Background: an optimization exercise with open tools, aiming at small area, a short achievable clock period and few clock cycles per item. Do not read the settings as production practice.
Where RTL was checked, it was by simulation tests only, not by an equivalence proof against the original.
Function not checked in run 7: the RTL went through the layout flow alone.
Power figures rest on the tool's default switching activity, not on a simulated workload.

<file path="flow/run.sh">
#!/bin/bash
set -euo pipefail
export BUFFER_PORTS_ARGS="-buffer_cell sky130_fd_sc_hd__buf_4"
bash standard.sh > standard.log 2>&1
</file>
<file path="standard.sh">
#!/bin/bash
# synth_recipe.tcl (not shown) runs the flow's synth.tcl, then flattens the netlist and writes it again
# the make line also repeats each setting of config.mk as NAME=value (left out here)
make -C /OpenROAD-flow-scripts/flow DESIGN_CONFIG=/design/flow/config.mk WORK_HOME=/design/flow/orfs CLKGATE_MAP_FILE= SYNTH_SCRIPT=/design/flow/synth_recipe.tcl "${@:-finish}"
</file>
<file path="config.mk">
export PLATFORM = sky130hd
export DESIGN_NAME = tau_top
export DESIGN_NICKNAME = tau_top
export VERILOG_FILES = /design/flow/design.v
export SDC_FILE = /design/flow/constraint.sdc
export NUM_CORES = 4
export LEC_CHECK = 0
export CAP_MARGIN = 60
export CORE_MARGIN = 2
export CORE_UTILIZATION = 40
export CTS_CLUSTER_DIAMETER = 100
export CTS_CLUSTER_SIZE = 27
export SLEW_MARGIN = 20
</file>
<file path="constraint.sdc">
create_clock -name core_clock -period 12.0 [get_ports {i_clk}]
set_input_delay 2.4000 -clock core_clock [delete_from_list [all_inputs] [get_ports {i_clk}]]
set_output_delay 2.4000 -clock core_clock [all_outputs]
set_load 0.01 [all_outputs]
</file>
<file path="design.v">
module tau_top (
	input  logic        i_clk,
	input  logic        i_rst_n,
	input  logic        i_wb_cyc,
	input  logic        i_wb_stb,
	input  logic        i_wb_we,
	input  logic [3:0]  i_wb_adr,
	input  logic [31:0] i_wb_dat,
	output logic        o_wb_ack,
	output logic [31:0] o_wb_dat,
	input  logic        i_req_rdy,
	input  logic [69:0] i_req,
	output logic        o_req_ack,
	output logic        o_addr_rdy,
	output logic [18:0] o_addr,
	input  logic        i_addr_ack
);
	function automatic logic [31:0] csa(input logic [15:0] a, input logic [15:0] b, input logic [15:0] c);
		logic [15:0] s;
		logic [15:0] y;
		s = a ^ b ^ c;
		y = (a & b) | (a & c) | (b & c);
		csa = {y[14:0], 1'b0, s};
	endfunction
	logic [3:0][15:0] base0;
	logic [3:0][15:0] base1;
	logic [3:0][15:0] pitch;
	logic [3:0][13:0] bstr;
	logic [3:0][13:0] astr;
	logic        wb_hit;
	logic        ack_r;
	logic        wq_v;
	logic [3:0]  wq_adr;
	logic [31:0] wq_dat;
	logic [31:0] wdat;
	logic [31:0] rd_word;
	logic [3:0][31:0] rd_w;
	logic [31:0] rd_dat_r;
	assign wb_hit = i_wb_cyc && i_wb_stb && !ack_r;
	always_ff @(posedge i_clk) begin
		wq_v   <= i_rst_n && wb_hit && i_wb_we;
		wq_adr <= i_wb_adr;
		wq_dat <= i_wb_dat;
	end
	assign wdat   = wq_dat & {32{i_rst_n}};
	for (genvar e = 0; e < 4; e++) begin : g_tab
		logic [3:0] wen;
		for (genvar w = 0; w < 4; w++) begin : g_w
			assign wen[w] = !i_rst_n || (wq_v && wq_adr == 4'(e * 4 + w));
		end
		always_ff @(posedge i_clk) begin
			if (wen[0]) begin
				base0[e] <= wdat[15:0];
				base1[e] <= wdat[31:16];
			end
			if (wen[1]) pitch[e] <= wdat[15:0];
			if (wen[2]) bstr[e]  <= wdat[13:0];
			if (wen[3]) astr[e]  <= wdat[13:0];
		end
	end
	always_comb begin
		for (int e = 0; e < 4; e++) begin
			case (i_wb_adr[1:0])
				2'd0:    rd_w[e] = {base1[e], base0[e]};
				2'd1:    rd_w[e] = {16'd0, pitch[e]};
				2'd2:    rd_w[e] = {18'd0, bstr[e]};
				default: rd_w[e] = {18'd0, astr[e]};
			endcase
		end
		rd_word = rd_w[i_wb_adr[3:2]];
	end
	always_ff @(posedge i_clk) begin
		if (!i_rst_n) ack_r <= 1'b0;
		else          ack_r <= wb_hit;
	end
	always_ff @(posedge i_clk) rd_dat_r <= rd_word;
	assign o_wb_ack = ack_r;
	assign o_wb_dat = rd_dat_r;
	logic        adv;        
	logic        kv;         
	logic        ov;         
	logic        o_free;
	logic        rv;
	logic [63:0] r_ofs;      
	logic [1:0]  r_id;
	logic [1:0]  r_last_id;
	logic        r_last;
	logic        free;       
	logic        ack_n;      
	logic [1:0]  beg;
	logic [1:0]  lst;
	logic [1:0]  nxt_id;
	logic        rv_n;
	logic        kv_n;
	logic        r_last_n;
	logic        s3_v;
	assign beg    = i_req[4:3];
	assign lst    = 2'(i_req[2:0] - 3'd1);
	assign nxt_id = r_id + 2'd1;
	assign adv    = !kv;
	assign rv_n     = i_rst_n && (free ? i_req_rdy : rv);
	assign kv_n     = i_rst_n && !o_free && (kv || (adv && s3_v));
	assign r_last_n = free ? (beg == lst) : (adv ? (nxt_id == r_last_id) : r_last);
	always_ff @(posedge i_clk) begin
		rv     <= rv_n;
		kv     <= kv_n;
		r_last <= r_last_n;
		free   <= !rv_n || (!kv_n && r_last_n);
		ack_n  <= rv_n && (kv_n || !r_last_n);
	end
	assign o_req_ack = !ack_n;
	always_ff @(posedge i_clk) begin
		if (free) begin
			r_ofs     <= i_req[69:6];
			r_last_id <= lst;
			r_id      <= beg;
		end else if (adv) begin
			r_id      <= nxt_id;
		end
	end
	logic [27:0]            lanes;
	logic [3:0][15:0]       sh_n;
	logic [3:0][1:0][4:0]   sel_n;
	assign lanes = {bstr[r_id], astr[r_id]};
	always_comb begin
		logic [6:0] l;
		logic       dm;
		for (int k = 0; k < 4; k++) begin
			l = lanes[7*k +: 7];
			sh_n[k] = r_ofs[16*k +: 16] << l[2:0];
			for (int d = 0; d < 2; d++) begin
				dm = l[6] == 1'(d);
				sel_n[k][d][0] = dm && l[3];
				sel_n[k][d][1] = dm && l[4] && !l[3];
				sel_n[k][d][2] = dm && l[4];
				sel_n[k][d][3] = dm && (l[5] ^ l[4]);
				sel_n[k][d][4] = dm && l[5] && l[4];
			end
		end
	end
	logic                   sh_v;
	logic [1:0]             sh_id;
	logic [3:0][15:0]       sh_a;
	logic [3:0][1:0][4:0]   sh_sel;
	always_ff @(posedge i_clk) begin
		if (!i_rst_n) sh_v <= 1'b0;
		else if (adv) sh_v <= rv;
	end
	always_ff @(posedge i_clk) begin
		if (adv) begin
			sh_id  <= r_id;
			sh_a   <= sh_n;
			sh_sel <= sel_n;
		end
	end
	logic [1:0][7:0][15:0]  d_l0;
	logic [1:0][5:0][15:0]  d_l1;
	logic [1:0][3:0][15:0]  d_l2;
	logic [1:0][2:0][15:0]  d_l3;
	logic [1:0][1:0][15:0]  d_l4;
	always_comb begin
		logic [15:0] a;
		logic [4:0]  s;
		for (int d = 0; d < 2; d++) begin
			for (int k = 0; k < 4; k++) begin
				a = sh_a[k];
				s = sh_sel[k][d];
				d_l0[d][k] = (({16{s[0]}} & a) | ({16{s[1]}} & {a[14:0], 1'b0})) ^ {16{s[2]}};
				d_l0[d][4 + k] = ({16{s[3]}} & {a[13:0], 2'b0}) | ({16{s[4]}} & {a[12:0], 3'b0}) | {15'd0, s[2]};
			end
		end
		for (int d = 0; d < 2; d++) begin
			for (int g = 0; g < 2; g++) {d_l1[d][2*g+1], d_l1[d][2*g]} = csa(d_l0[d][3*g], d_l0[d][3*g+1], d_l0[d][3*g+2]);
			d_l1[d][4] = d_l0[d][6];
			d_l1[d][5] = d_l0[d][7];
			for (int g = 0; g < 2; g++) {d_l2[d][2*g+1], d_l2[d][2*g]} = csa(d_l1[d][3*g], d_l1[d][3*g+1], d_l1[d][3*g+2]);
			{d_l3[d][1], d_l3[d][0]} = csa(d_l2[d][0], d_l2[d][1], d_l2[d][2]);
			d_l3[d][2] = d_l2[d][3];
			{d_l4[d][1], d_l4[d][0]} = csa(d_l3[d][0], d_l3[d][1], d_l3[d][2]);
		end
	end
	logic                   s1_v;
	logic [1:0]             s1_id;
	logic [1:0][1:0][15:0]  s1_m;    
	logic [1:0][15:0]       s1_base;
	always_ff @(posedge i_clk) begin
		if (!i_rst_n) s1_v <= 1'b0;
		else if (adv) s1_v <= sh_v;
	end
	always_ff @(posedge i_clk) begin
		if (adv) begin
			s1_id <= sh_id;
			s1_m  <= d_l4;
			s1_base <= {base1[sh_id], base0[sh_id]};
		end
	end
	logic [15:0]       pit;
	logic [7:0][2:0]   pb_n;     
	logic [1:0][1:0][15:0] m_cs;
	logic [15:0]       base0_c;
	assign base0_c = {s1_base[0][15] ^ (s1_base[0][14] & pit[15]), s1_base[0][14] ^ pit[15], s1_base[0][13:0]};
	assign m_cs[0] = csa(s1_m[0][0], s1_m[0][1], base0_c);
	assign m_cs[1] = csa(s1_m[1][0], s1_m[1][1], s1_base[1]);
	assign pit = pitch[s1_id];
	always_comb begin
		logic [2:0] t;
		for (int i = 0; i < 8; i++) begin
			t = {pit[2*i + 1], pit[2*i], (i == 0) ? 1'b0 : pit[2*i - 1]};
			pb_n[i][0] = t[1] ^ t[0];
			pb_n[i][1] = (t[2] && !t[1] && !t[0]) || (!t[2] && t[1] && t[0]);
			pb_n[i][2] = t[2];
		end
	end
	logic              s2_v;
	logic [1:0]        s2_id;
	logic [15:0]       s2_m1;
	logic [15:0]       s2_m0;
	logic [7:0][2:0]   s2_pb;
	always_ff @(posedge i_clk) begin
		if (!i_rst_n) s2_v <= 1'b0;
		else if (adv) s2_v <= s1_v;
	end
	always_ff @(posedge i_clk) begin
		if (adv) begin
			s2_id <= s1_id;
			s2_m1 <= m_cs[1][0] + m_cs[1][1];
			s2_m0 <= m_cs[0][0] + m_cs[0][1];
			s2_pb <= pb_n;
		end
	end
	logic [8:0][15:0]  p_l0;
	logic [5:0][15:0]  p_l1;
	logic [3:0][15:0]  p_l2;
	logic [2:0][15:0]  p_l3;
	logic [1:0][15:0]  p_l4;
	always_comb begin
		logic [15:0] row;
		for (int i = 0; i < 8; i++) begin
			row = (({16{s2_pb[i][0]}} & s2_m1) | ({16{s2_pb[i][1]}} & {s2_m1[14:0], 1'b0})) ^ {16{s2_pb[i][2]}};
			p_l0[i] = row << (2 * i);
			if (i > 0) p_l0[i][2*i - 2] = s2_pb[i - 1][2];
		end
		p_l0[8] = s2_m0;
		for (int g = 0; g < 3; g++) {p_l1[2*g+1], p_l1[2*g]} = csa(p_l0[3*g], p_l0[3*g+1], p_l0[3*g+2]);
		for (int g = 0; g < 2; g++) {p_l2[2*g+1], p_l2[2*g]} = csa(p_l1[3*g], p_l1[3*g+1], p_l1[3*g+2]);
		{p_l3[1], p_l3[0]} = csa(p_l2[0], p_l2[1], p_l2[2]);
		p_l3[2] = p_l2[3];
		{p_l4[1], p_l4[0]} = csa(p_l3[0], p_l3[1], p_l3[2]);
	end
	logic [1:0]        s3_id;
	logic [1:0][15:0]  s3_r;
	always_ff @(posedge i_clk) begin
		if (!i_rst_n) s3_v <= 1'b0;
		else if (adv) s3_v <= s2_v;
	end
	always_ff @(posedge i_clk) begin
		if (adv) begin
			s3_id <= s2_id;
			s3_r  <= p_l4;
		end
	end
	logic [17:0]      item;
	logic [17:0]      o_r;
	logic [17:0]      k_r;
	assign item   = {s3_r[0] + s3_r[1], s3_id};
	assign o_free = !ov || i_addr_ack;
	always_ff @(posedge i_clk) begin
		if (!i_rst_n)    ov <= 1'b0;
		else if (o_free) ov <= kv || (adv && s3_v);
	end
	always_ff @(posedge i_clk) begin
		if (o_free) o_r <= kv ? k_r : item;
		if (adv)    k_r <= item;
	end
	assign o_addr_rdy = ov;
	assign o_addr     = {o_r[17:2], 1'b0, o_r[1:0]};
endmodule
</file>
==> results of run 1 <==
[cell usage after synthesis (4+ instances only)]
| cell type | n |
|---|---|
| mux2_2 | 48 |
| nor2b_1 | 50 |
| buf_1 | 10 |
| dfxtp_1 | 98 |
| clkbuf_2 | 30 |
| o21a_1 | 12 |
| nand2_1 | 76 |
| buf_4 | 5 |
| o22ai_1 | 9 |
| edfxtp_1 | 680 |
| a21oi_1 | 26 |
| buf_2 | 27 |
| nor2_1 | 36 |
| o31ai_1 | 5 |
| clkbuf_1 | 124 |
| nor3_1 | 12 |
| a22oi_1 | 244 |
| a211oi_1 | 13 |
| mux2i_1 | 104 |
| nand2b_1 | 19 |
| a21o_1 | 15 |
| xnor2_1 | 226 |
| ha_1 | 80 |
| fa_1 | 241 |
| o21ai_0 | 71 |
| mux4_2 | 161 |
| xor2_1 | 63 |
| a22o_1 | 44 |
| o21bai_1 | 4 |
| buf_6 | 12 |
| and2_1 | 45 |
| nand3b_1 | 10 |
| and3_1 | 4 |
| nand3_1 | 5 |
| inv_1 | 264 |
| o211ai_1 | 8 |
[critical path, cell delays in order]
cell    delay (ns)
buf_4         0.41
buf_4         0.35
buf_12        0.28
mux4_2        0.55
mux4_2        0.48
[stage by stage]
step | area [um2] | worst slack (ns) | utilization [%] | std cells
finish | 47100 | 7.97 | 44.6 | 4421
global route | 47100 | 7.88 | 44.6 | 4421
CTS | 47100 | 7.97 | 44.6 | 4421
detailed placement | 45900 | 7.28 | 43.4 | 4352
global placement | 45000 | 7.22 | 42.6 | 4292
floorplan | 42700 | 4.80 | - | 2918
[layout by cell type (no fill, tap or decap), drive strengths merged, types with 5 or more instances in the layout]
cell	synthesis	final
clkinv	0	8
and2	45	45
edfxtp	680	680
a211oi	13	13
nand2b	19	19
clkbuf	154	55
nand2	76	76
a21oi	26	26
xor2	63	63
buf	57	254
o21ai	71	71
mux2	48	48
o21a	12	12
nor3	12	12
a22oi	244	244
mux2i	104	104
nand3b	10	10
a21o	15	15
dfxtp	98	98
fa	241	241
nor2b	50	50
xnor2	226	226
o22ai	9	9
inv	264	269
o211ai	8	8
ha	80	80
o31ai	5	5
nand3	5	5
mux4	162	162
a22o	44	44
nor2	36	36
[layout make-up]
| class | instances | share of cell area, % |
|---|---|---|
| inverter | 264 | 2.12 |
| tap | 1391 | 3.69 |
| sequential | 778 | 47.5 |
| multi-input combinational | 1665 | 39.1 |
| clock buffer | 55 | 2.20 |
| clock inverter | 14 | 0.414 |
| timing repair buffer | 254 | 4.94 |
[where the power goes]
group	internal (uW)	switching (uW)	leakage (uW)
clock network	639	895	0.000584
registers	4180	629	0.00785
logic	3490	4250	0.00920
total	8310	5780	0.0176
[final timing paths]
kind          startpoint          end  slack (ns)  cells past startpoint
min reg2reg     s2_id[0]     s3_id[0]        0.44                      0
min             s2_id[0]     s3_id[0]        0.44                      0
max          i_wb_adr[0]  rd_dat_r[7]        7.97                      5
max reg2reg     s2_m1[1]     s3_r[15]        8.22                     11
[per-layer routing]
layer,share of wire [%],routed length (um),vias up
li1,-,-,10800
met1,40,44200,12600
met2,49,54100,1068
met3,7.1,7780,196
met4,3.5,3890,0
met5,0,0,-
[kinds of logic (layout without fill, tap and decap cells)]
group,after synthesis,count (layout),share of synthesized area [%]
xor gates and xnor gates,289,289,5.92
DFF,778,778,52.4
and+or+nand+nor,271,271,3.33
buffers and inverters,475,587,4.67
other,1,1,0.00877
muxes,314,314,12.2
AOI/OAI and AO/OA,469,469,7.84
adders and majority gates,321,321,13.6
[flip-flops by register name, summed over array words and instances, names as in the netlist, 4 cells and up]
signal,flops
base0,64
base1,64
pitch,64
r_ofs,64
sh_a,64
s1_m,60
astr,56
bstr,56
sh_sel,40
rd_dat_r,32
s1_base,32
wq_dat,32
s3_r,30
s2_pb,24
k_r,18
o_r,18
s2_m0,16
s2_m1,16
wq_adr,4
==> results.json, run 1 <==
{
  "status": "complete, no violations",
  "rows": 119,
  "syn_avg_cell_area_um2": 14.6,
  "hold_violations": 0,
  "synth_cells": 2918,
  "holdWs_ns": 0.441,
  "yosysSeqAreaShare_pct": 52.4,
  "viasPerCell": 5.59,
  "die_w_um": 331,
  "cellLeakagePower_uw": 0.0176,
  "finClkSkew_ns": 0.0538,
  "synth_area_um2": 42700,
  "portBuffers": 163,
  "wirelength_um": 110000,
  "synth.distinct_cells": 60,
  "track_usage_pct": 20.2,
  "gp_congestion": 0.912,
  "setup_tns_ns": 0,
  "startpoint_type": "primary input",
  "worstMarginPinSlew_ns": 0.635,
  "synth_nets": 3352,
  "slew_headroom_pct": 57.7,
  "rsz0062_at_grt": "no",
  "regArea_um2": 22400,
  "post_cts_buffers": 0,
  "drc_errors": 0,
  "synth_top_area_cell": "edfxtp_1",
  "ys_warn_count": 1,
  "antenna_found_initial": 1,
  "path_max_fanout": 30,
  "antenna_cells": 0,
  "cp-end-kind": "register",
  "multi_input_area_um2": 18400,
  "dieArea_um2": 110000,
  "drv_cap": 0,
  "htreeDepth": 2,
  "vias": 24700,
  "synthArstFlopShare_pct": 0,
  "grt_first_pass_wirelength_um": 164000,
  "grt_pass1_vias": 26000,
  "drt_iter0_markers": 2578,
  "cts_buffer_depth": 3,
  "cts_resized": 0,
  "cts_sinks": 778,
  "floorplan.initialDensity_pct": 40.4,
  "max_freq_mhz": 248,
  "cts_made_buffers": 38,
  "vdd_drop_max_uv": 262,
  "ctsHoldBuffers": 0,
  "syn_to_final_growth_pct": 10.2,
  "p_per_area_nw_per_um2": 299,
  "io_pins": 167,
  "clkTransAtPathRegs_ns": 0.10,
  "dp_hpwl_um": 82200,
  "clk_latency_ns": 0.65,
  "root_buffer": "clkbuf_16",
  "synthTopCellsByArea": "edfxtp_1 48%, fa_1 11%, mux4_2 8.5%, xnor2_1 4.6%, dfxtp_1 4.6%",
  "synth_top_area_share_pct": 47.8,
  "overflow": 0,
  "use_met3_pct": 2.97,
  "hp-class": "register to register",
  "setup_violations": 0,
  "grt_max_degree": 79,
  "cp_data_required_time_ns": 12.52,
  "first_pass_iters": 5,
  "die_y_um": 331,
  "synth_edf_count": 680,
  "synth_flop_cell": "edfxtp_1",
  "core_um2": 106000,
  "finalCriticalPeriod_ns": 4.03,
  "wl_per_cell_um": 24.9,
  "layout-drive-gt1-share_pct": 17.7,
  "finalMaxSlewViolations": 0,
  "fillers": 9340,
  "ys_ff_latch": 778,
  "min_period_over_period_pct": 33.6,
  "arrival_ns": 4.55,
  "cts_tree": "built",
  "use_met1_pct": 26.7,
  "drtAntennaViolNets": 0,
  "nets": 3435,
  "grt.busiest_layer": "met2",
  "crit_type": "primary input to register",
  "total_power_uw": 14100,
  "use_met2_pct": 34.1
}
Testbench counts, summed over its fixed seeds: cycles 4,198, items 4,150.
==> run 2: changes to the inputs <==
--- a/config.mk
+++ b/config.mk
@@ -5,7 +5,7 @@
 export SDC_FILE = /design/flow/constraint.sdc
 export NUM_CORES = 4
 export LEC_CHECK = 0
-export CAP_MARGIN = 60
+export CAP_MARGIN = 45
 export CORE_MARGIN = 2
 export CORE_UTILIZATION = 40
 export CTS_CLUSTER_DIAMETER = 100
==> results.json, run 2 <==
{
  "rsz0062_at_grt": "no",
  "vdd_drop_max_uv": 265,
  "path_max_fanout": 39,
  "die_w_um": 331,
  "wl_per_cell_um": 25.2,
  "cts_buffer_depth": 3,
  "portBuffers": 163,
  "rows": 119,
  "cellLeakagePower_uw": 0.0174,
  "cts_sinks": 778,
  "startpoint_type": "primary input",
  "drtAntennaViolNets": 0,
  "syn_avg_cell_area_um2": 14.6,
  "hold_path_startpoint": "s2_id[0]",
  "finClkSkew_ns": 0.0621,
  "layout-drive-gt1-share_pct": 16.6,
  "clkTransAtPathRegs_ns": 0.10,
  "status": "complete, no violations",
  "synth_edf_count": 680,
  "overflow": 0,
  "cts_tree": "built",
  "setup_tns_ns": 0,
  "hold_violations": 0,
  "nets": 3395,
  "first_pass_iters": 6,
  "reg2reg_from": "sh_sel[36]",
  "stdcell_area_um2": 46600,
  "syn_to_final_growth_pct": 9.12,
  "viasPerCell": 5.58,
  "synth_flop_cell": "edfxtp_1",
  "synthTopCellsByArea": "edfxtp_1 48%, fa_1 11%, mux4_2 8.5%, xnor2_1 4.6%, dfxtp_1 4.6%",
  "htreeDepth": 2,
  "vias": 24400,
  "holdWs_ns": 0.436,
  "track_usage_pct": 20.2,
  "hp-class": "register to register",
  "max_freq_mhz": 257,
  "p_per_area_nw_per_um2": 301,
  "min_period_over_period_pct": 32.4,
  "io_pins": 167,
  "cts_resized": 0,
  "synth_top_area_cell": "edfxtp_1",
  "synthArstFlopShare_pct": 0,
  "synth.distinct_cells": 60,
  "setup_violations": 0,
  "finalCriticalPeriod_ns": 3.89,
  "floorplan.initialDensity_pct": 40.4,
  "yosysSeqAreaShare_pct": 52.4,
  "drv_cap": 0,
  "post_cts_buffers": 0,
  "min_to": "s3_id[0]",
  "synth_area_um2": 42700,
  "mostFrequentLayoutCells": "680 x edfxtp_1, 263 x inv_1, 244 x a22oi_1",
  "arrival_ns": 4.41,
  "synth_cells": 2918,
  "synth_nets": 3352,
  "drc_errors": 0,
  "cp-startpoint": "i_wb_adr[0]",
  "gp_congestion": 0.912,
  "core_um2": 106000,
  "ctsHoldBuffers": 0,
  "cp_data_required_time_ns": 12.52,
  "placed_area_um2": 45300,
  "grt_pass1_vias": 25700,
  "clk_latency_ns": 0.66,
  "grt_first_pass_wirelength_um": 164000,
  "dieArea_um2": 110000,
  "antenna_found_initial": 0,
  "timing.rr.end": "s1_m[45]",
  "synth.top_cells.by_count": "680 x edfxtp_1, 264 x inv_1, 244 x a22oi_1",
  "rr_worst_depth": 8,
  "antenna_cells": 0,
  "grt_max_degree": 79,
  "hold-path-cell-count": 0,
  "slew_headroom_pct": 38.6,
  "r2r_setup_slack_ns": 8.20,
  "wirelength_um": 110000,
  "cts_made_buffers": 38,
  "die_y_um": 331,
  "yosysMostFrequentCell": "edfxtp_1",
  "crit_type": "primary input to register",
  "dp_hpwl_um": 79300,
  "drt_iter0_markers": 2500,
  "synth_top_area_share_pct": 47.8,
  "ys_ff_latch": 778,
  "finalMaxSlewViolations": 0,
  "worstMarginPinSlew_ns": 0.922,
  "ys_warn_count": 1,
  "cp-end-kind": "register",
  "total_power_uw": 14000,
  "root_buffer": "clkbuf_16",
  "mostFrequentLayoutCell": "edfxtp_1"
}
[run 2: changes by cell type in the layout (fill, tap and decap cells not counted)]
cell        change
buf_12          -6
clkbuf_1        -2
inv_8           -1
buf_16          +1
inv_6           -1
clkinvlp_4      +2
inv_4           +1
clkbuf_8        +1
buf_6          -35
[run 2: power breakdown]
part	internal [uW]	switching (uW)	leakage [uW]
combinational	3440	4130	0.00895
sequential	4180	733	0.00785
clock	643	897	0.000583
[run 2: stage by stage]
| step | instances | worst slack [ns] | utilization (%) |
|---|---|---|---|
| 3_5_place_dp | 4306 | 7.15 | 42.8 |
| 2_1_floorplan | 2918 | 4.80 | - |
| 5_1_grt | 4381 | 7.98 | 44.1 |
| 6_report | 4381 | 8.11 | 44.1 |
| 4_1_cts | 4375 | 7.84 | 44.0 |
| 3_3_place_gp | 4292 | 7.22 | 42.6 |
[run 2: final cells by class]
| cell class | instances | area [um2] |
|---|---|---|
| Fill cell | 9360 | 59100 |
| Sequential cell | 778 | 22400 |
| Multi-Input combinational cell | 1665 | 18400 |
| Timing Repair Buffer | 214 | 1840 |
| Tap cell | 1391 | 1740 |
| Clock buffer | 54 | 1040 |
| Inverter | 264 | 998 |
| Clock inverter | 15 | 196 |
[run 2: worst max-delay path by stage]
stage | endpoint | cells after the start
after floorplan | ack_n | 4
after global placement | rd_dat_r[7] | 4
after detailed placement | rd_dat_r[7] | 4
after CTS | rd_dat_r[7] | 4
after global routing | s3_r[15] | 11
final | rd_dat_r[7] | 5
[run 2: worst max-delay path, stage by stage]
cell	delay [ns]
buf_4	0.40
buf_4	0.23
buf_16	0.26
mux4_2	0.55
mux4_2	0.48
[run 2: metal layers]
layer  share of wire (%)  routed length [um]  GRT usage, %  up-vias
li1                    -                   -             -    10700
met1                  41               45100          26.9    12600
met2                  49               54100          34.1      992
met3                 6.8                7530          3.10      163
met4                 3.1                3460          6.31        0
met5                   0                   0             0        -
[run 2: cells by family (layout without fill, tap and decap cells)]
| family | after synthesis | in the layout | share of synthesized area [%] |
|---|---|---|---|
| xor gates and xnor gates | 289 | 289 | 5.92 |
| DFF | 778 | 778 | 52.4 |
| adders and majority gates | 321 | 321 | 13.6 |
| muxes | 314 | 314 | 12.2 |
| other | 1 | 1 | 0.00877 |
| and+or+nand+nor | 271 | 271 | 3.33 |
| AOI/OAI and AO/OA | 469 | 469 | 7.84 |
| buffers and inverters | 475 | 547 | 4.67 |
==> run 3: changes to the inputs <==
--- a/config.mk
+++ b/config.mk
@@ -5,6 +5,7 @@
 export SDC_FILE = /design/flow/constraint.sdc
 export NUM_CORES = 4
 export LEC_CHECK = 0
+export ABC_AREA = 1
 export CAP_MARGIN = 45
 export CORE_MARGIN = 2
 export CORE_UTILIZATION = 40
==> results.json, run 3 <==
{
  "total_power_uw": 16500,
  "drc_errors": 0,
  "grt_first_pass_wirelength_um": 185000,
  "htreeDepth": 2,
  "finClkSkew_ns": 0.0562,
  "ys_warn_count": 1,
  "worstMarginPinSlew_ns": 0.996,
  "synth_area_um2": 44200,
  "cp-end-kind": "register",
  "path_max_fanout": 28,
  "yosysSeqAreaShare_pct": 50.7,
  "p_sw_uw": 7460,
  "synth_edf_count": 680,
  "r2r_setup_slack_ns": 7.94,
  "cts_sinks": 778,
  "synth_top_area_share_pct": 46.2,
  "synth_nets": 4732,
  "crit_buf_inv": 4,
  "synth_cells": 4298,
  "nets": 4801,
  "synth_top_area_cell": "edfxtp_1",
  "cts_buffer_depth": 3,
  "combPwrFrac_pct": 61.2,
  "p_clk_share_pct": 9.8,
  "setup_tns_ns": 0,
  "floorplan.initialDensity_pct": 40.5,
  "root_buffer": "clkbuf_16",
  "post_cts_buffers": 0,
  "hold_path_startpoint": "ack_r",
  "viasPerCell": 5.29,
  "hold_violations": 0,
  "intPower_uw": 9040,
  "synth.distinct_cells": 60,
  "setup_violations": 0,
  "vias": 31000,
  "clk_latency_ns": 0.66,
  "dp_hpwl_um": 88800,
  "mostFrequentLayoutCells": "682 x nand2_1, 680 x edfxtp_1, 651 x inv_1",
  "status": "complete, no violations",
  "first_pass_iters": 6,
  "io_pins": 167,
  "synthArstFlopShare_pct": 0,
  "grt_max_degree": 89,
  "grt_pass1_vias": 30400,
  "dieArea_um2": 113000,
  "crit_path_max_incr_delay_ns": 0.48,
  "slew_headroom_pct": 33.6,
  "syn_avg_cell_area_um2": 10.3,
  "cp_slowest_cell": "buf_4",
  "startpoint_type": "primary input",
  "die_y_um": 336,
  "vdd_drop_max_uv": 282,
  "max_freq_mhz": 244,
  "portBuffers": 163,
  "finalCriticalPeriod_ns": 4.09,
  "setup_ws_ns": 7.91,
  "clkTransAtPathRegs_ns": 0.11,
  "cp_cell_sequence": "buf_4 -> nand2_1 -> buf_8 -> inv_1 -> buf_4 -> nand2_1 -> nand4_1 -> nand2_1 -> o21ai_1 -> nor2_1 -> a31oi_1",
  "crit_type": "primary input to register",
  "drtAntennaViolNets": 0,
  "die_w_um": 336,
  "synthTopCellsByArea": "edfxtp_1 46%, fa_1 11%, nand2_1 5.8%, inv_1 5.5%, dfxtp_1 4.4%",
  "wirelength_um": 124000,
  "fillers": 10300,
  "synth.top_cells.by_count": "682 x nand2_1, 680 x edfxtp_1, 653 x inv_1",
  "pwr-share-seq_pct": 29.0,
  "core_um2": 109000,
  "rows": 121,
  "yosysMostFrequentCell": "nand2_1",
  "cp-startpoint": "i_wb_adr[0]",
  "dp_slack_ns": 7.25,
  "cpMostUsedCell": "nand2_1",
  "mostFrequentLayoutCell": "nand2_1",
  "synth_flop_cell": "edfxtp_1",
  "drv_cap": 0,
  "finalMaxSlewViolations": 0,
  "ys_ff_latch": 778,
  "antenna_found_initial": 1,
  "cts_resized": 0,
  "overflow": 0,
  "min_period_over_period_pct": 34.1,
  "drt_iter0_markers": 2725,
  "cp_data_required_time_ns": 12.58,
  "cellLeakagePower_uw": 0.0203,
  "syn_to_final_growth_pct": 9.23,
  "hp-class": "register to register",
  "layout-drive-gt1-share_pct": 8.10,
  "cts_made_buffers": 39,
  "critical_path.top_delay_family": "buffers and inverters",
  "p_per_area_nw_per_um2": 342,
  "cts_tree": "built",
  "ctsHoldBuffers": 0,
  "arrival_ns": 4.67,
  "gp_congestion": 0.943,
  "antenna_cells": 0,
  "post-route-util_pct": 44.2,
  "rsz0062_at_grt": "no",
  "p_sw_share_pct": 45.2,
  "reg2reg_from": "sh_sel[20]",
  "wl_per_cell_um": 21.1,
  "track_usage_pct": 21.8
}
## run 3: cell types whose count changed after synthesis, moves of 198 or more
cell	delta
nand2_1	+606
inv_1	+389
o22ai_1	+301
nor2_1	+264
a22oi_1	-242
xnor2_1	-198
## run 3: layout make-up
type,instances,area (um2),share of cell area [%]
clock buffers,56,1070,2.22
clock inverters,13,238,0.493
inverters,679,2560,5.31
multi-input cells,2647,18300,38.0
flip-flops and latches,778,22400,46.4
well taps,1476,1850,3.83
repair buffers,222,1800,3.73
## run 3: cells by family (layout without fill, tap and decap cells)
| group | count (synthesis) | count (layout) | share of synthesized area [%] |
|---|---|---|---|
| adders and majority gates | 321 | 321 | 13.2 |
| and+or+nand+nor | 1172 | 1172 | 10.7 |
| buffers and inverters | 873 | 970 | 7.95 |
| AOI/OAI and AO/OA | 887 | 887 | 12.1 |
| muxes | 19 | 19 | 0.436 |
| DFF | 778 | 778 | 50.7 |
| other | 1 | 1 | 0.00849 |
| xor gates and xnor gates | 247 | 247 | 4.90 |
## run 3: power by group through the flow
stage / Sequential (uW) / Combinational, uW / Clock (uW)
CTS: 4790 / 10200 / 1670
detailed placement: 4850 / 10200 / 0
finish: 4780 / 10100 / 1620
global route: 4840 / 11600 / 1760
floorplan: 4670 / 6920 / 0
global placement: 4870 / 9810 / 0
## run 3: path summary, 6_finish.rpt
check / to / cells past startpoint
max reg2reg: s1_m[15] / 17
min: ack_r / 1
min reg2reg: ack_r / 1
max: rd_dat_r[11] / 11
## run 3: layer usage
| metal | up-vias | track usage [%] | wire [um] |
|---|---|---|---|
| li1 | 14600 | - | - |
| met1 | 15000 | 29.3 | 51400 |
| met2 | 1216 | 34.8 | 56900 |
| met3 | 222 | 2.64 | 8790 |
| met4 | 0 | 10.7 | 6630 |
| met5 | - | 0 | 0 |
## run 3: per-stage QoR
step           instances  instance area [um2]  hold slack (ns)
2_1_floorplan       4298                44200            0.400
3_3_place_gp        5785                46700            0.409
3_5_place_dp        5800                46900            0.413
4_1_cts             5869                48200            0.438
5_1_grt             5871                48200            0.449
6_report            5871                48200            0.438
==> run 4: changes to the inputs <==
==> flow/run.sh (replaced) <==
#!/bin/bash
set -euo pipefail
export BUFFER_PORTS_ARGS="-buffer_cell sky130_fd_sc_hd__buf_2"
bash standard.sh > standard.log 2>&1
--- a/config.mk
+++ b/config.mk
@@ -5,10 +5,9 @@
 export SDC_FILE = /design/flow/constraint.sdc
 export NUM_CORES = 4
 export LEC_CHECK = 0
-export ABC_AREA = 1
 export CAP_MARGIN = 45
 export CORE_MARGIN = 2
-export CORE_UTILIZATION = 40
+export CORE_UTILIZATION = 60
 export CTS_CLUSTER_DIAMETER = 100
 export CTS_CLUSTER_SIZE = 27
 export SLEW_MARGIN = 20
==> results.json, run 4 <==
{
  "synth_top_area_cell": "edfxtp_1",
  "crit_buf_inv": 2,
  "setup_tns_ns": 0,
  "status": "complete, no violations",
  "drc_errors": 0,
  "setup_ws_ns": 7.84,
  "placed_area_um2": 44200,
  "synth_area_um2": 42700,
  "cts_tree": "built",
  "cp_data_required_time_ns": 12.49,
  "intPower_uw": 8280,
  "finalCriticalPeriod_ns": 4.16,
  "synth_edf_count": 680,
  "wl_per_cell_um": 27.2,
  "synth.distinct_cells": 60,
  "portBuffers": 163,
  "p_per_area_nw_per_um2": 311,
  "arrival_ns": 4.65,
  "ctsHoldBuffers": 0,
  "synth_top_area_share_pct": 47.8,
  "synth.top_cells.by_count": "680 x edfxtp_1, 264 x inv_1, 244 x a22oi_1",
  "crit_type": "primary input to register",
  "combPwrFrac_pct": 54.5,
  "grt_first_pass_wirelength_um": 159000,
  "mostFrequentLayoutCells": "680 x edfxtp_1, 263 x inv_1, 244 x a22oi_1",
  "finalMaxSlewViolations": 0,
  "die_w_um": 271,
  "htreeDepth": 2,
  "overflow": 0,
  "multi_input_area_um2": 18400,
  "cp_slowest_cell": "buf_4",
  "core_um2": 70300,
  "syn_avg_cell_area_um2": 14.6,
  "dieArea_um2": 73400,
  "cp_cell_sequence": "buf_4 -> buf_4 -> mux4_2 -> mux4_2",
  "stdcell_area_um2": 45500,
  "path_max_fanout": 36,
  "synth_nets": 3352,
  "slew_headroom_pct": 25.1,
  "cts_buffer_depth": 3,
  "first_pass_iters": 6,
  "p_sw_uw": 5870,
  "p_sw_share_pct": 41.5,
  "regArea_um2": 22400,
  "nets": 3386,
  "clk_latency_ns": 0.62,
  "root_buffer": "clkbuf_16",
  "mostFrequentLayoutCell": "edfxtp_1",
  "gp_congestion": 0.947,
  "dp_hpwl_um": 77500,
  "cts_sinks": 778,
  "drv_cap": 0,
  "grt_max_degree": 181,
  "startpoint_type": "primary input",
  "max_freq_mhz": 240,
  "ys_warn_count": 1,
  "die_y_um": 271,
  "setup_violations": 0,
  "layout.cells.non_filler": 3921,
  "layout-drive-gt1-share_pct": 16.0,
  "synthArstFlopShare_pct": 0,
  "vdd_drop_max_uv": 345,
  "viasPerCell": 6.31,
  "synth_cells": 2918,
  "rsz0062_at_grt": "no",
  "ys_ff_latch": 778,
  "drtAntennaViolNets": 0,
  "rows": 97,
  "worstMarginPinSlew_ns": 1.12,
  "floorplan.initialDensity_pct": 60.8,
  "yosysMostFrequentCell": "edfxtp_1",
  "vias": 24700,
  "track_usage_pct": 29.3,
  "critical_path.top_delay_family": "multiplexers",
  "synthTopCellsByArea": "edfxtp_1 48%, fa_1 11%, mux4_2 8.5%, xnor2_1 4.6%, dfxtp_1 4.6%",
  "antenna_found_initial": 5,
  "drt_iter0_markers": 2982,
  "dp_slack_ns": 7.16,
  "synth_flop_cell": "edfxtp_1",
  "post-route-util_pct": 64.7,
  "wirelength_um": 107000,
  "hp-class": "register to register",
  "grt_pass1_vias": 25200,
  "cts_made_buffers": 36,
  "cp-end-kind": "register",
  "hold_violations": 0,
  "pwr-share-seq_pct": 35.0,
  "finClkSkew_ns": 0.0234,
  "fillers": 5140,
  "syn_to_final_growth_pct": 6.34,
  "dp.cells": 3850,
  "io_pins": 167,
  "crit_path_max_incr_delay_ns": 0.67,
  "post_cts_buffers": 0,
  "cts_resized": 0,
  "min_period_over_period_pct": 34.7,
  "p_clk_share_pct": 10.5,
  "yosysSeqAreaShare_pct": 52.4,
  "cellLeakagePower_uw": 0.0172,
  "clkTransAtPathRegs_ns": 0.10
}
==> run 4: cell types whose count changed after synthesis, moves of 198 or more <==
cell     change
a22oi_1    +242
inv_1      -389
nand2_1    -606
nor2_1     -264
o22ai_1    -301
xnor2_1    +198
==> run 4: path summary, 6_finish.rpt <==
| kind | startpoint | endpoint | depth (start not counted) | slack, ns |
|---|---|---|---|---|
| max | i_wb_adr[0] | rd_dat_r[8] | 4 | 7.84 |
| min | s2_id[1] | s3_id[1] | 0 | 0.44 |
| max reg2reg | sh_sel[0] | s1_m[15] | 9 | 8.14 |
| min reg2reg | s2_id[1] | s3_id[1] | 0 | 0.44 |
==> run 4: layout make-up <==
type / count / share of cell area (%)
sequential: 778 / 49.2
multi-input combinational: 1665 / 40.5
timing repair buffer: 207 / 2.92
tap: 940 / 2.59
clock buffer: 56 / 2.22
inverter: 264 / 2.20
clock inverter: 8 / 0.306
antenna: 3 / 0.0165
==> run 4: kinds of logic (layout without fill, tap and decap cells) <==
| logic type | Yosys count | after routing | synth area share (%) |
|---|---|---|---|
| other cells | 1 | 4 | 0.00877 |
| flops | 778 | 778 | 52.4 |
| buf+inv | 475 | 535 | 4.67 |
| simple gates | 271 | 271 | 3.33 |
| xor+xnor | 289 | 289 | 5.92 |
| compound gates | 469 | 469 | 7.84 |
| mux | 314 | 314 | 12.2 |
| fa+ha+maj | 321 | 321 | 13.6 |
==> run 4: stage by stage <==
step | hold WS [ns] | power [uW]
after floorplan | 0.400 | 9990
after global placement | 0.418 | 12600
after detailed placement | 0.415 | 12800
after CTS | 0.439 | 14300
after global routing | 0.450 | 15300
final | 0.438 | 14100
==> run 4: worst register-to-register path, cell delays in order (launching register included) <==
cell and delay [ns]:
edfxtp_1 0.96, a22oi_1 0.25, xnor2_1 0.30, fa_1 0.47, inv_1 0.08, fa_1 0.43, fa_1 0.39, xnor2_1 0.23
xnor2_1 0.12, xnor2_1 0.40
==> run 4: power by group through the flow <==
stage,clock (uW),sequential (uW),combinational (uW)
after CTS,1520,4920,7870
final,1480,4950,7710
after detailed placement,0,4980,7780
after floorplan,0,4440,5550
after global routing,1600,5000,8670
after global placement,0,4990,7600
==> run 4: metal layers <==
layer	GRT usage, %	share of wire [%]	wire length (um)
met4	8.36	2.9	3090
met1	42.5	41	43500
met5	0	0	0
met2	46.3	48	50800
met3	4.89	8.7	9290
==> run 5: changes to the inputs <==
--- a/config.mk
+++ b/config.mk
@@ -7,7 +7,7 @@
 export LEC_CHECK = 0
 export CAP_MARGIN = 45
 export CORE_MARGIN = 2
-export CORE_UTILIZATION = 60
+export CORE_UTILIZATION = 50
 export CTS_CLUSTER_DIAMETER = 100
 export CTS_CLUSTER_SIZE = 27
 export SLEW_MARGIN = 20
==> results.json, run 5 <==
{
  "synth.distinct_cells": 60,
  "vdd_drop_max_uv": 243,
  "die_w_um": 296,
  "finClkSkew_ns": 0.0675,
  "cp_data_required_time_ns": 12.51,
  "first_pass_iters": 6,
  "gp_congestion": 0.943,
  "dieArea_um2": 87900,
  "crit_type": "primary input to register",
  "setup_ws_ns": 7.88,
  "synth_top_area_share_pct": 47.8,
  "layout.cells.non_filler": 4139,
  "ys_warn_count": 1,
  "setup_tns_ns": 0,
  "hp-class": "register to register",
  "cp_cell_sequence": "buf_4 -> buf_4 -> mux4_2 -> mux4_2",
  "synth.top_cells.by_count": "680 x edfxtp_1, 264 x inv_1, 244 x a22oi_1",
  "cp-startpoint": "i_wb_adr[0]",
  "critical_path.top_delay_family": "buffers and inverters",
  "clk_latency_ns": 0.64,
  "syn_to_final_growth_pct": 7.38,
  "rsz0062_at_grt": "no",
  "finalMaxSlewViolations": 0,
  "wirelength_um": 110000,
  "ctsHoldBuffers": 0,
  "path_depth": 4,
  "portBuffers": 163,
  "clkTransAtPathRegs_ns": 0.11,
  "vias": 24600,
  "overflow": 0,
  "max_freq_mhz": 243,
  "use_met1_pct": 35.8,
  "grt.busiest_layer": "met2",
  "root_buffer": "clkbuf_16",
  "synthTopCellsByArea": "edfxtp_1 48%, fa_1 11%, mux4_2 8.5%, xnor2_1 4.6%, dfxtp_1 4.6%",
  "use_met2_pct": 41.6,
  "grt_pass1_vias": 25100,
  "setup_violations": 0,
  "cp_slowest_cell": "buf_4",
  "drtAntennaViolNets": 0,
  "antenna_found_initial": 3,
  "path_max_fanout": 35,
  "grt_max_degree": 107,
  "synthArstFlopShare_pct": 0,
  "arrival_ns": 4.63,
  "nets": 3399,
  "viasPerCell": 5.94,
  "core_um2": 85000,
  "worstMarginPinSlew_ns": 0.938,
  "htreeDepth": 2,
  "floorplan.initialDensity_pct": 50.3,
  "post_cts_buffers": 0,
  "min_period_over_period_pct": 34.3,
  "timing.rr.end": "s1_m[46]",
  "yosysMostFrequentCell": "edfxtp_1",
  "slew_headroom_pct": 37.5,
  "cts_sinks": 778,
  "grt_first_pass_wirelength_um": 162000,
  "ys_ff_latch": 778,
  "endpoint": "rd_dat_r[3]",
  "yosysSeqAreaShare_pct": 52.4,
  "cts_made_buffers": 38,
  "cts_resized": 0,
  "reg2reg_from": "sh_sel[15]",
  "cellLeakagePower_uw": 0.0172,
  "io_pins": 167,
  "use_met3_pct": 3.32,
  "cts_tree": "built",
  "startpoint_type": "primary input",
  "layout-drive-gt1-share_pct": 16.6,
  "drc_errors": 0,
  "synth_cells": 2918,
  "rr_worst_depth": 7,
  "track_usage_pct": 25.3,
  "mostFrequentLayoutCells": "680 x edfxtp_1, 263 x inv_1, 244 x a22oi_1",
  "synth_flop_cell": "edfxtp_1",
  "finalCriticalPeriod_ns": 4.12,
  "dp_hpwl_um": 80100,
  "p_per_area_nw_per_um2": 303,
  "dp_slack_ns": 7.22,
  "synth_nets": 3352,
  "status": "complete, no violations",
  "drv_cap": 0,
  "mostFrequentLayoutCell": "edfxtp_1",
  "wl_per_cell_um": 26.5,
  "hold_violations": 0,
  "cts_buffer_depth": 3,
  "crit_buf_inv": 2,
  "drt_iter0_markers": 2598,
  "crit_path_max_incr_delay_ns": 0.65,
  "r2r_setup_slack_ns": 8.12,
  "cp-end-kind": "register",
  "synth_edf_count": 680,
  "synth_top_area_cell": "edfxtp_1",
  "rows": 107,
  "die_y_um": 296,
  "antenna_cells": 0,
  "dp.cells": 4066,
  "syn_avg_cell_area_um2": 14.6,
  "synth_area_um2": 42700
}
==> run 5: cell counts after synthesis <==
No cell type changed its count.
==> run 5: cell families after synthesis <==
logic type                 Yosys count  share of synthesized area, %
other                                1                       0.00877
adders and majority gates          321                          13.6
and+or+nand+nor                    271                          3.33
muxes                              314                          12.2
xor gates and xnor gates           289                          5.92
buffers and inverters              475                          4.67
AOI/OAI and AO/OA                  469                          7.84
DFF                                778                          52.4
==> run 5: layout make-up <==
| type | instances | area [um2] |
|---|---|---|
| timing repair buffer | 218 | 1410 |
| fill | 6959 | 39100 |
| sequential | 778 | 22400 |
| inverter | 264 | 998 |
| clock buffer | 59 | 1040 |
| multi-input combinational | 1665 | 18400 |
| clock inverter | 11 | 193 |
| tap | 1144 | 1430 |
==> run 5: how the worst min path moves through the flow <==
stage | cells after the start | slack [ns] | end | startpoint
after floorplan | 0 | 0.40 | s3_id[0] | s2_id[0]
after global placement | 1 | 0.43 | k_r[8] | k_r[8]
after detailed placement | 0 | 0.43 | s3_id[1] | s2_id[1]
after CTS | 0 | 0.45 | s3_id[1] | s2_id[1]
after global routing | 0 | 0.47 | s1_id[1] | sh_id[1]
final | 2 | 0.46 | k_r[7] | k_r[7]
==> run 5: stage by stage <==
| step | hold WS, ns | area (um2) | total power [uW] | util (%) |
|---|---|---|---|---|
| after detailed placement | 0.435 | 44600 | 12600 | 52.5 |
| after floorplan | 0.400 | 42700 | 9990 | - |
| after global placement | 0.431 | 44400 | 12400 | 52.2 |
| after global routing | 0.474 | 45900 | 15200 | 54.0 |
| after CTS | 0.454 | 45900 | 14100 | 53.9 |
| final | 0.464 | 45900 | 13900 | 54.0 |
==> run 5: layer usage <==
| layer | up-vias | share of wire [%] |
|---|---|---|
| li1 | 10700 | - |
| met1 | 12700 | 42 |
| met2 | 984 | 49 |
| met3 | 131 | 7.1 |
| met4 | 0 | 2.5 |
| met5 | - | 0 |
==> run 5: report_power, final <==
group,switching [uW],internal (uW),leakage (uW)
sequential,711,4180,0.00785
combinational,4110,3380,0.00881
clock,894,640,0.000584
total,5720,8200,0.0172
==> run 5: worst reg2reg max path, delay by kind of cell (launching register included) <==
family | cells | cell delay [ns]
AOI/OAI and AO/OA | 1 | 0.30
xor gates and xnor gates | 1 | 0.21
adders and majority gates | 4 | 2.10
buffers and inverters | 1 | 0.05
DFF | 1 | 0.98
==> run 6: changes to the inputs <==
--- a/config.mk
+++ b/config.mk
@@ -7,7 +7,7 @@
 export LEC_CHECK = 0
 export CAP_MARGIN = 45
 export CORE_MARGIN = 2
-export CORE_UTILIZATION = 50
+export CORE_UTILIZATION = 40
 export CTS_CLUSTER_DIAMETER = 100
 export CTS_CLUSTER_SIZE = 27
 export SLEW_MARGIN = 20
==> results.json, run 6 <==
{
  "worstMarginPinSlew_ns": 0.883,
  "wl_per_cell_um": 25.1,
  "finClkSkew_ns": 0.0455,
  "synth_top_area_cell": "edfxtp_1",
  "rsz0062_at_grt": "no",
  "synthArstFlopShare_pct": 0,
  "die_w_um": 331,
  "viasPerCell": 5.60,
  "use_met2_pct": 34.3,
  "grt.busiest_layer": "met2",
  "hp-class": "register to register",
  "cts_buffer_depth": 3,
  "pwr-share-seq_pct": 35.2,
  "overflow": 0,
  "cp-end-kind": "register",
  "synth_area_um2": 42700,
  "cts_tree": "built",
  "synth.top_cells.by_count": "680 x edfxtp_1, 264 x inv_1, 244 x a22oi_1",
  "ctsHoldBuffers": 0,
  "crit_path_max_incr_delay_ns": 0.54,
  "finalMaxSlewViolations": 0,
  "finalCriticalPeriod_ns": 3.89,
  "synth_cells": 2918,
  "post_cts_buffers": 0,
  "arrival_ns": 4.37,
  "cp_cell_sequence": "buf_4 -> buf_4 -> buf_16 -> mux4_2 -> mux4_2",
  "vias": 24500,
  "cp_slowest_cell": "mux4_2",
  "cp_data_required_time_ns": 12.49,
  "setup_tns_ns": 0,
  "gp_congestion": 0.918,
  "p_per_area_nw_per_um2": 302,
  "grt_first_pass_wirelength_um": 164000,
  "io_pins": 167,
  "dieArea_um2": 110000,
  "drt_iter0_markers": 2474,
  "synth_edf_count": 680,
  "mostFrequentLayoutCell": "edfxtp_1",
  "clk_latency_ns": 0.63,
  "status": "complete, no violations",
  "use_met1_pct": 27.0,
  "ys_warn_count": 1,
  "die_y_um": 331,
  "core_um2": 106000,
  "dp.cells": 4315,
  "cellLeakagePower_uw": 0.0172,
  "portBuffers": 163,
  "dp_hpwl_um": 79800,
  "synth_nets": 3352,
  "cts_made_buffers": 36,
  "root_buffer": "clkbuf_16",
  "startpoint_type": "primary input",
  "wirelength_um": 110000,
  "track_usage_pct": 20.2,
  "combPwrFrac_pct": 54.4,
  "layout.cells.non_filler": 4381,
  "synth_flop_cell": "edfxtp_1",
  "p_sw_uw": 5740,
  "drv_cap": 0,
  "vdd_drop_max_uv": 375,
  "setup_violations": 0,
  "layout-drive-gt1-share_pct": 16.6,
  "intPower_uw": 8190,
  "rows": 119,
  "yosysMostFrequentCell": "edfxtp_1",
  "yosysSeqAreaShare_pct": 52.4,
  "antenna_found_initial": 1,
  "synth.distinct_cells": 60,
  "min_period_over_period_pct": 32.4,
  "crit_type": "primary input to register",
  "max_freq_mhz": 257,
  "drtAntennaViolNets": 0,
  "cts_resized": 0,
  "synthTopCellsByArea": "edfxtp_1 48%, fa_1 11%, mux4_2 8.5%, xnor2_1 4.6%, dfxtp_1 4.6%",
  "p_sw_share_pct": 41.2,
  "syn_avg_cell_area_um2": 14.6,
  "nets": 3400,
  "mostFrequentLayoutCells": "680 x edfxtp_1, 263 x inv_1, 244 x a22oi_1",
  "grt_max_degree": 83,
  "drc_errors": 0,
  "use_met3_pct": 2.46,
  "htreeDepth": 2,
  "floorplan.initialDensity_pct": 40.4,
  "ys_ff_latch": 778,
  "synth_top_area_share_pct": 47.8,
  "cts_sinks": 778,
  "first_pass_iters": 5,
  "path_max_fanout": 39,
  "grt_pass1_vias": 25600,
  "syn_to_final_growth_pct": 7.98,
  "p_clk_share_pct": 10.5,
  "clkTransAtPathRegs_ns": 0.10,
  "hold_violations": 0,
  "slew_headroom_pct": 41.1
}
run 6: logic make-up after synthesis:
family | Yosys count | share of synthesized area [%]
xor gates and xnor gates | 289 | 5.92
DFF | 778 | 52.4
other | 1 | 0.00877
buffers and inverters | 475 | 4.67
and+or+nand+nor | 271 | 3.33
muxes | 314 | 12.2
AOI/OAI and AO/OA | 469 | 7.84
adders and majority gates | 321 | 13.6
run 6: cell type report:
type | instances | area, um2
antenna | 1 | 2.50
clock buffer | 50 | 953
clock inverter | 11 | 144
fill | 9451 | 59600
inverter | 264 | 998
multi-input combinational | 1665 | 18400
sequential | 778 | 22400
tap | 1391 | 1740
timing repair buffer | 221 | 1500
run 6: path summary, 6_finish.rpt:
path | from | to | slack, ns | depth (start not counted)
min reg2reg | s2_id[1] | s3_id[1] | 0.44 | 0
min | s2_id[1] | s3_id[1] | 0.44 | 0
max reg2reg | sh_sel[36] | s1_m[45] | 8.17 | 8
max | i_wb_adr[0] | rd_dat_r[3] | 8.11 | 5
run 6: routing by layer:
metal / share of wire, % / wire length, um / vias up
met5: 0 / 0 / -
met4: 3.1 / 3400 / 0
met3: 6.6 / 7250 / 141
met2: 50 / 54600 / 975
met1: 41 / 44800 / 12700
li1: - / - / 10700
run 6: critical path, delay by kind of cell:
family / cells / cell delay [ns]
muxes: 2 / 1.03
buffers and inverters: 3 / 0.91
run 6: power groups by stage:
stage	clock, uW	sequential, uW	combinational (uW)
global placement	0	4970	7500
finish	1460	4900	7580
global route	1580	4950	8700
CTS	1500	4890	7730
detailed placement	0	4950	7720
floorplan	0	4440	5550
run 6: per-stage QoR:
| step | util, % | hold WS [ns] | setup WS [ns] | cell area [um2] | power, uW |
|---|---|---|---|---|---|
| floorplan | - | 0.400 | 4.80 | 42700 | 9990 |
| global placement | 42.3 | 0.414 | 7.25 | 44700 | 12500 |
| detailed placement | 42.6 | 0.414 | 7.16 | 45000 | 12700 |
| CTS | 43.6 | 0.442 | 7.84 | 46100 | 14100 |
| global route | 43.7 | 0.456 | 8.01 | 46200 | 15200 |
| finish | 43.7 | 0.437 | 8.11 | 46200 | 13900 |
==> run 7: changes to the inputs <==
--- a/design.v
+++ b/design.v
@@ -120,28 +120,21 @@
 	end
 	logic [27:0]            lanes;
 	logic [3:0][15:0]       sh_n;
-	logic [3:0][1:0][4:0]   sel_n;
+	logic [3:0][3:0]        fld_n;
 	assign lanes = {bstr[r_id], astr[r_id]};
 	always_comb begin
 		logic [6:0] l;
-		logic       dm;
 		for (int k = 0; k < 4; k++) begin
 			l = lanes[7*k +: 7];
-			sh_n[k] = r_ofs[16*k +: 16] << l[2:0];
-			for (int d = 0; d < 2; d++) begin
-				dm = l[6] == 1'(d);
-				sel_n[k][d][0] = dm && l[3];
-				sel_n[k][d][1] = dm && l[4] && !l[3];
-				sel_n[k][d][2] = dm && l[4];
-				sel_n[k][d][3] = dm && (l[5] ^ l[4]);
-				sel_n[k][d][4] = dm && l[5] && l[4];
-			end
+			sh_n[k]  = r_ofs[16*k +: 16] << l[2:0];
+			fld_n[k] = l[6:3];
 		end
 	end
 	logic                   sh_v;
 	logic [1:0]             sh_id;
 	logic [3:0][15:0]       sh_a;
-	logic [3:0][1:0][4:0]   sh_sel;
+	logic [3:0][3:0]        sh_fld;
+	logic [3:0][1:0][4:0]   sh_sel;    
 	always_ff @(posedge i_clk) begin
 		if (!i_rst_n) sh_v <= 1'b0;
 		else if (adv) sh_v <= rv;
@@ -150,7 +143,22 @@
 		if (adv) begin
 			sh_id  <= r_id;
 			sh_a   <= sh_n;
-			sh_sel <= sel_n;
+			sh_fld <= fld_n;
+		end
+	end
+	always_comb begin
+		logic [3:0] l;
+		logic       dm;
+		for (int k = 0; k < 4; k++) begin
+			l = sh_fld[k];
+			for (int d = 0; d < 2; d++) begin
+				dm = l[3] == 1'(d);
+				sh_sel[k][d][0] = dm && l[0];
+				sh_sel[k][d][1] = dm && l[1] && !l[0];
+				sh_sel[k][d][2] = dm && l[1];
+				sh_sel[k][d][3] = dm && (l[2] ^ l[1]);
+				sh_sel[k][d][4] = dm && l[2] && l[1];
+			end
 		end
 	end
 	logic [1:0][7:0][15:0]  d_l0;
==> results.json, run 7 <==
{
  "htreeDepth": 2,
  "dieArea_um2": 108000,
  "first_pass_iters": 6,
  "synth.top_cells.by_count": "656 x edfxtp_1, 266 x inv_1, 241 x fa_1",
  "synthTopCellsByArea": "edfxtp_1 47%, fa_1 11%, mux4_2 8.6%, dfxtp_1 4.7%, mux2i_1 3.3%",
  "setup_tns_ns": 0,
  "vdd_drop_max_uv": 235,
  "placed_area_um2": 44500,
  "syn_to_final_growth_pct": 8.52,
  "cts_resized": 0,
  "nets": 3564,
  "grt_pass1_vias": 24800,
  "grt_first_pass_wirelength_um": 154000,
  "slew_headroom_pct": 46.5,
  "track_usage_pct": 19.0,
  "crit_type": "register to register",
  "crit_path_max_incr_delay_ns": 0.62,
  "die_w_um": 329,
  "use_met1_pct": 25.4,
  "floorplan.initialDensity_pct": 40.2,
  "drv_cap": 0,
  "cp_data_required_time_ns": 12.35,
  "antenna_cells": 0,
  "portBuffers": 163,
  "layout-drive-gt1-share_pct": 15.8,
  "grt_max_degree": 109,
  "synth_area_um2": 42200,
  "grt.busiest_layer": "met2",
  "wl_per_cell_um": 22.1,
  "synth_edf_count": 656,
  "overflow": 0,
  "synth_flop_cell": "edfxtp_1",
  "status": "complete, no violations",
  "io_pins": 167,
  "synth.distinct_cells": 62,
  "wirelength_um": 101000,
  "cpMostUsedCell": "fa_1",
  "post_cts_buffers": 0,
  "cp_slowest_cell": "buf_4",
  "use_met2_pct": 32.7,
  "max_freq_mhz": 234,
  "gp_congestion": 0.836,
  "crit_buf_inv": 3,
  "root_buffer": "clkbuf_16",
  "syn_avg_cell_area_um2": 13.9,
  "dp_hpwl_um": 72000,
  "cellLeakagePower_uw": 0.0175,
  "cts_made_buffers": 38,
  "finClkSkew_ns": 0.0474,
  "yosysSeqAreaShare_pct": 51.3,
  "rsz0062_at_grt": "no",
  "die_y_um": 329,
  "cp_cell_sequence": "buf_4 -> xor2_1 -> a21oi_1 -> nor2_1 -> fa_1 -> inv_1 -> fa_1 -> fa_1 -> inv_1 -> fa_1",
  "drt_iter0_markers": 1909,
  "startpoint_type": "register",
  "critical_path.top_delay_family": "adder cells",
  "hold_violations": 0,
  "mostFrequentLayoutCell": "edfxtp_1",
  "drc_errors": 0,
  "vias": 23800,
  "core_um2": 105000,
  "cp-end-kind": "register",
  "rows": 119,
  "cts_tree": "built",
  "min_period_over_period_pct": 35.5,
  "synth_top_area_share_pct": 46.7,
  "stdcell_area_um2": 45800,
  "antenna_found_initial": 0,
  "hp-class": "register to register",
  "finalCriticalPeriod_ns": 4.27,
  "arrival_ns": 4.62,
  "clk_latency_ns": 0.64,
  "ys_ff_latch": 754,
  "cts_sinks": 754,
  "worstMarginPinSlew_ns": 0.803,
  "p_per_area_nw_per_um2": 283,
  "yosysMostFrequentCell": "edfxtp_1",
  "fillers": 9580,
  "setup_violations": 0,
  "use_met3_pct": 2.08,
  "mostFrequentLayoutCells": "656 x edfxtp_1, 266 x inv_1, 241 x fa_1",
  "synth_top_area_cell": "edfxtp_1",
  "drtAntennaViolNets": 0,
  "synthArstFlopShare_pct": 0,
  "viasPerCell": 5.24,
  "synth_cells": 3044,
  "path_max_fanout": 60,
  "synth_nets": 3478,
  "finalMaxSlewViolations": 0,
  "ys_warn_count": 1,
  "cts_buffer_depth": 3,
  "clkTransAtPathRegs_ns": 0.10,
  "ctsHoldBuffers": 0
}
run 7: cell count changes after synthesis, sizes merged, moves of 20 or more:
cell,delta
a22o,-42
a21oi,+130
nor3b,+49
mux2i,+34
xnor2,-115
nor2,+99
and2,+20
a22oi,-176
edfxtp,-24
nand2b,+32
nand2,+50
clkbuf,-52
xor2,+47
run 7: logic make-up (layout without fill, tap and decap cells):
group	count (synthesis)	after routing	share of synthesized area, %
flip-flops	754	754	51.3
XOR/XNOR	222	222	4.64
AND/OR/NAND/NOR	553	553	6.83
AO/OA/AOI/OAI	392	392	5.59
adder cells (fa/ha/maj)	321	321	13.8
buffers and inverters	444	560	4.34
multiplexers	357	357	13.4
other	1	1	0.00889
run 7: through the flow:
stage	instances	setup slack, ns	hold slack (ns)	total power, uW	util (%)
global placement	4471	7.19	0.405	11400	42.3
CTS	4550	7.76	0.451	13200	43.6
finish	4551	7.73	0.447	12900	43.6
global route	4551	7.51	0.460	14300	43.6
detailed placement	4480	7.19	0.424	11600	42.4
floorplan	3044	7.46	0.400	9500	-
run 7: where the power goes:
part | internal, uW | total [uW] | switching (uW)
Combinational | 3100 | 6910 | 3810
Clock | 654 | 1550 | 895
Sequential | 4000 | 4480 | 479
Total | 7760 | 12900 | 5190
run 7: metal layers:
metal  part of all wire, %  up-vias
li1                      -    11000
met1                    42    12100
met2                    50      579
met3                   4.5      117
met4                   2.8        0
met5                     0        -
run 7: worst paths after layout:
kind,startpoint,end,slack (ns),depth (start not counted)
worst max-delay path,sh_fld[1],s1_m[5],7.73,10
worst min-delay path,s2_id[1],s3_id[1],0.45,0
worst max register to register,sh_fld[1],s1_m[5],7.73,10
worst min register to register,s2_id[1],s3_id[1],0.45,0
run 7: cell type report:
class                      instances  area (um2)  area share [%]
inverter                         268        1010            2.21
clock buffer                      56        1060            2.32
multi-input combinational       1846       18700            40.9
clock inverter                    14         188           0.410
timing repair buffer             222        1370            3.00
sequential                       754       21700            47.3
tap                             1391        1740            3.80
run 7: worst reg2reg max path, delay by kind of cell, from the launching register on:
| kind | cells | cell delay (ns) |
|---|---|---|
| flip-flops | 1 | 0.50 |
| XOR/XNOR | 1 | 0.33 |
| buffers and inverters | 3 | 0.74 |
| adder cells (fa/ha/maj) | 4 | 2.00 |
| AO/OA/AOI/OAI | 1 | 0.32 |
| AND/OR/NAND/NOR | 1 | 0.10 |

## separate check: timing with driven ports
How much do the figures lean on ideal ports? The routed layouts below were timed once more, with nothing changed but the port constraints.
Step 1: set_driving_cell puts a clkbuf_16 on i_clk and a buf_2 on each other input, an assumption about the parent block.
Step 2 times the ports against the registers' clock, not the clock port: input delays grow and output delays shrink by t, the midpoint of the rising clock arrivals with the driver on.
a / b / c = no drivers / after step 1 / after step 2; a / b = the first two.
| run | t (ns) | slack for setup (ns) | worst data-port slew with drivers (ns) |
|---|---|---|---|
| run 1 | 0.689 | 7.970 / 8.007 / 7.318 | 0.07 |
| run 2 | 0.693 | 8.114 / 8.156 / 7.463 | 0.06 |
| run 3 | 0.704 | 7.909 / 7.942 / 7.249 | 0.05 |
| run 4 | 0.678 | 7.836 / 7.882 / 7.204 | 0.04 |
| run 5 | 0.677 | 7.881 / 7.909 / 7.232 | 0.04 |
| run 6 | 0.680 | 8.112 / 8.149 / 7.469 | 0.05 |
| run 7 | 0.692 | 7.735 / 7.735 / 7.224 | 0.05 |
After both steps every run listed still meets setup and hold. For run 3, which loses most, drivers alone change the setup slack by +0.033 ns; drivers and shift together by -0.660 ns.
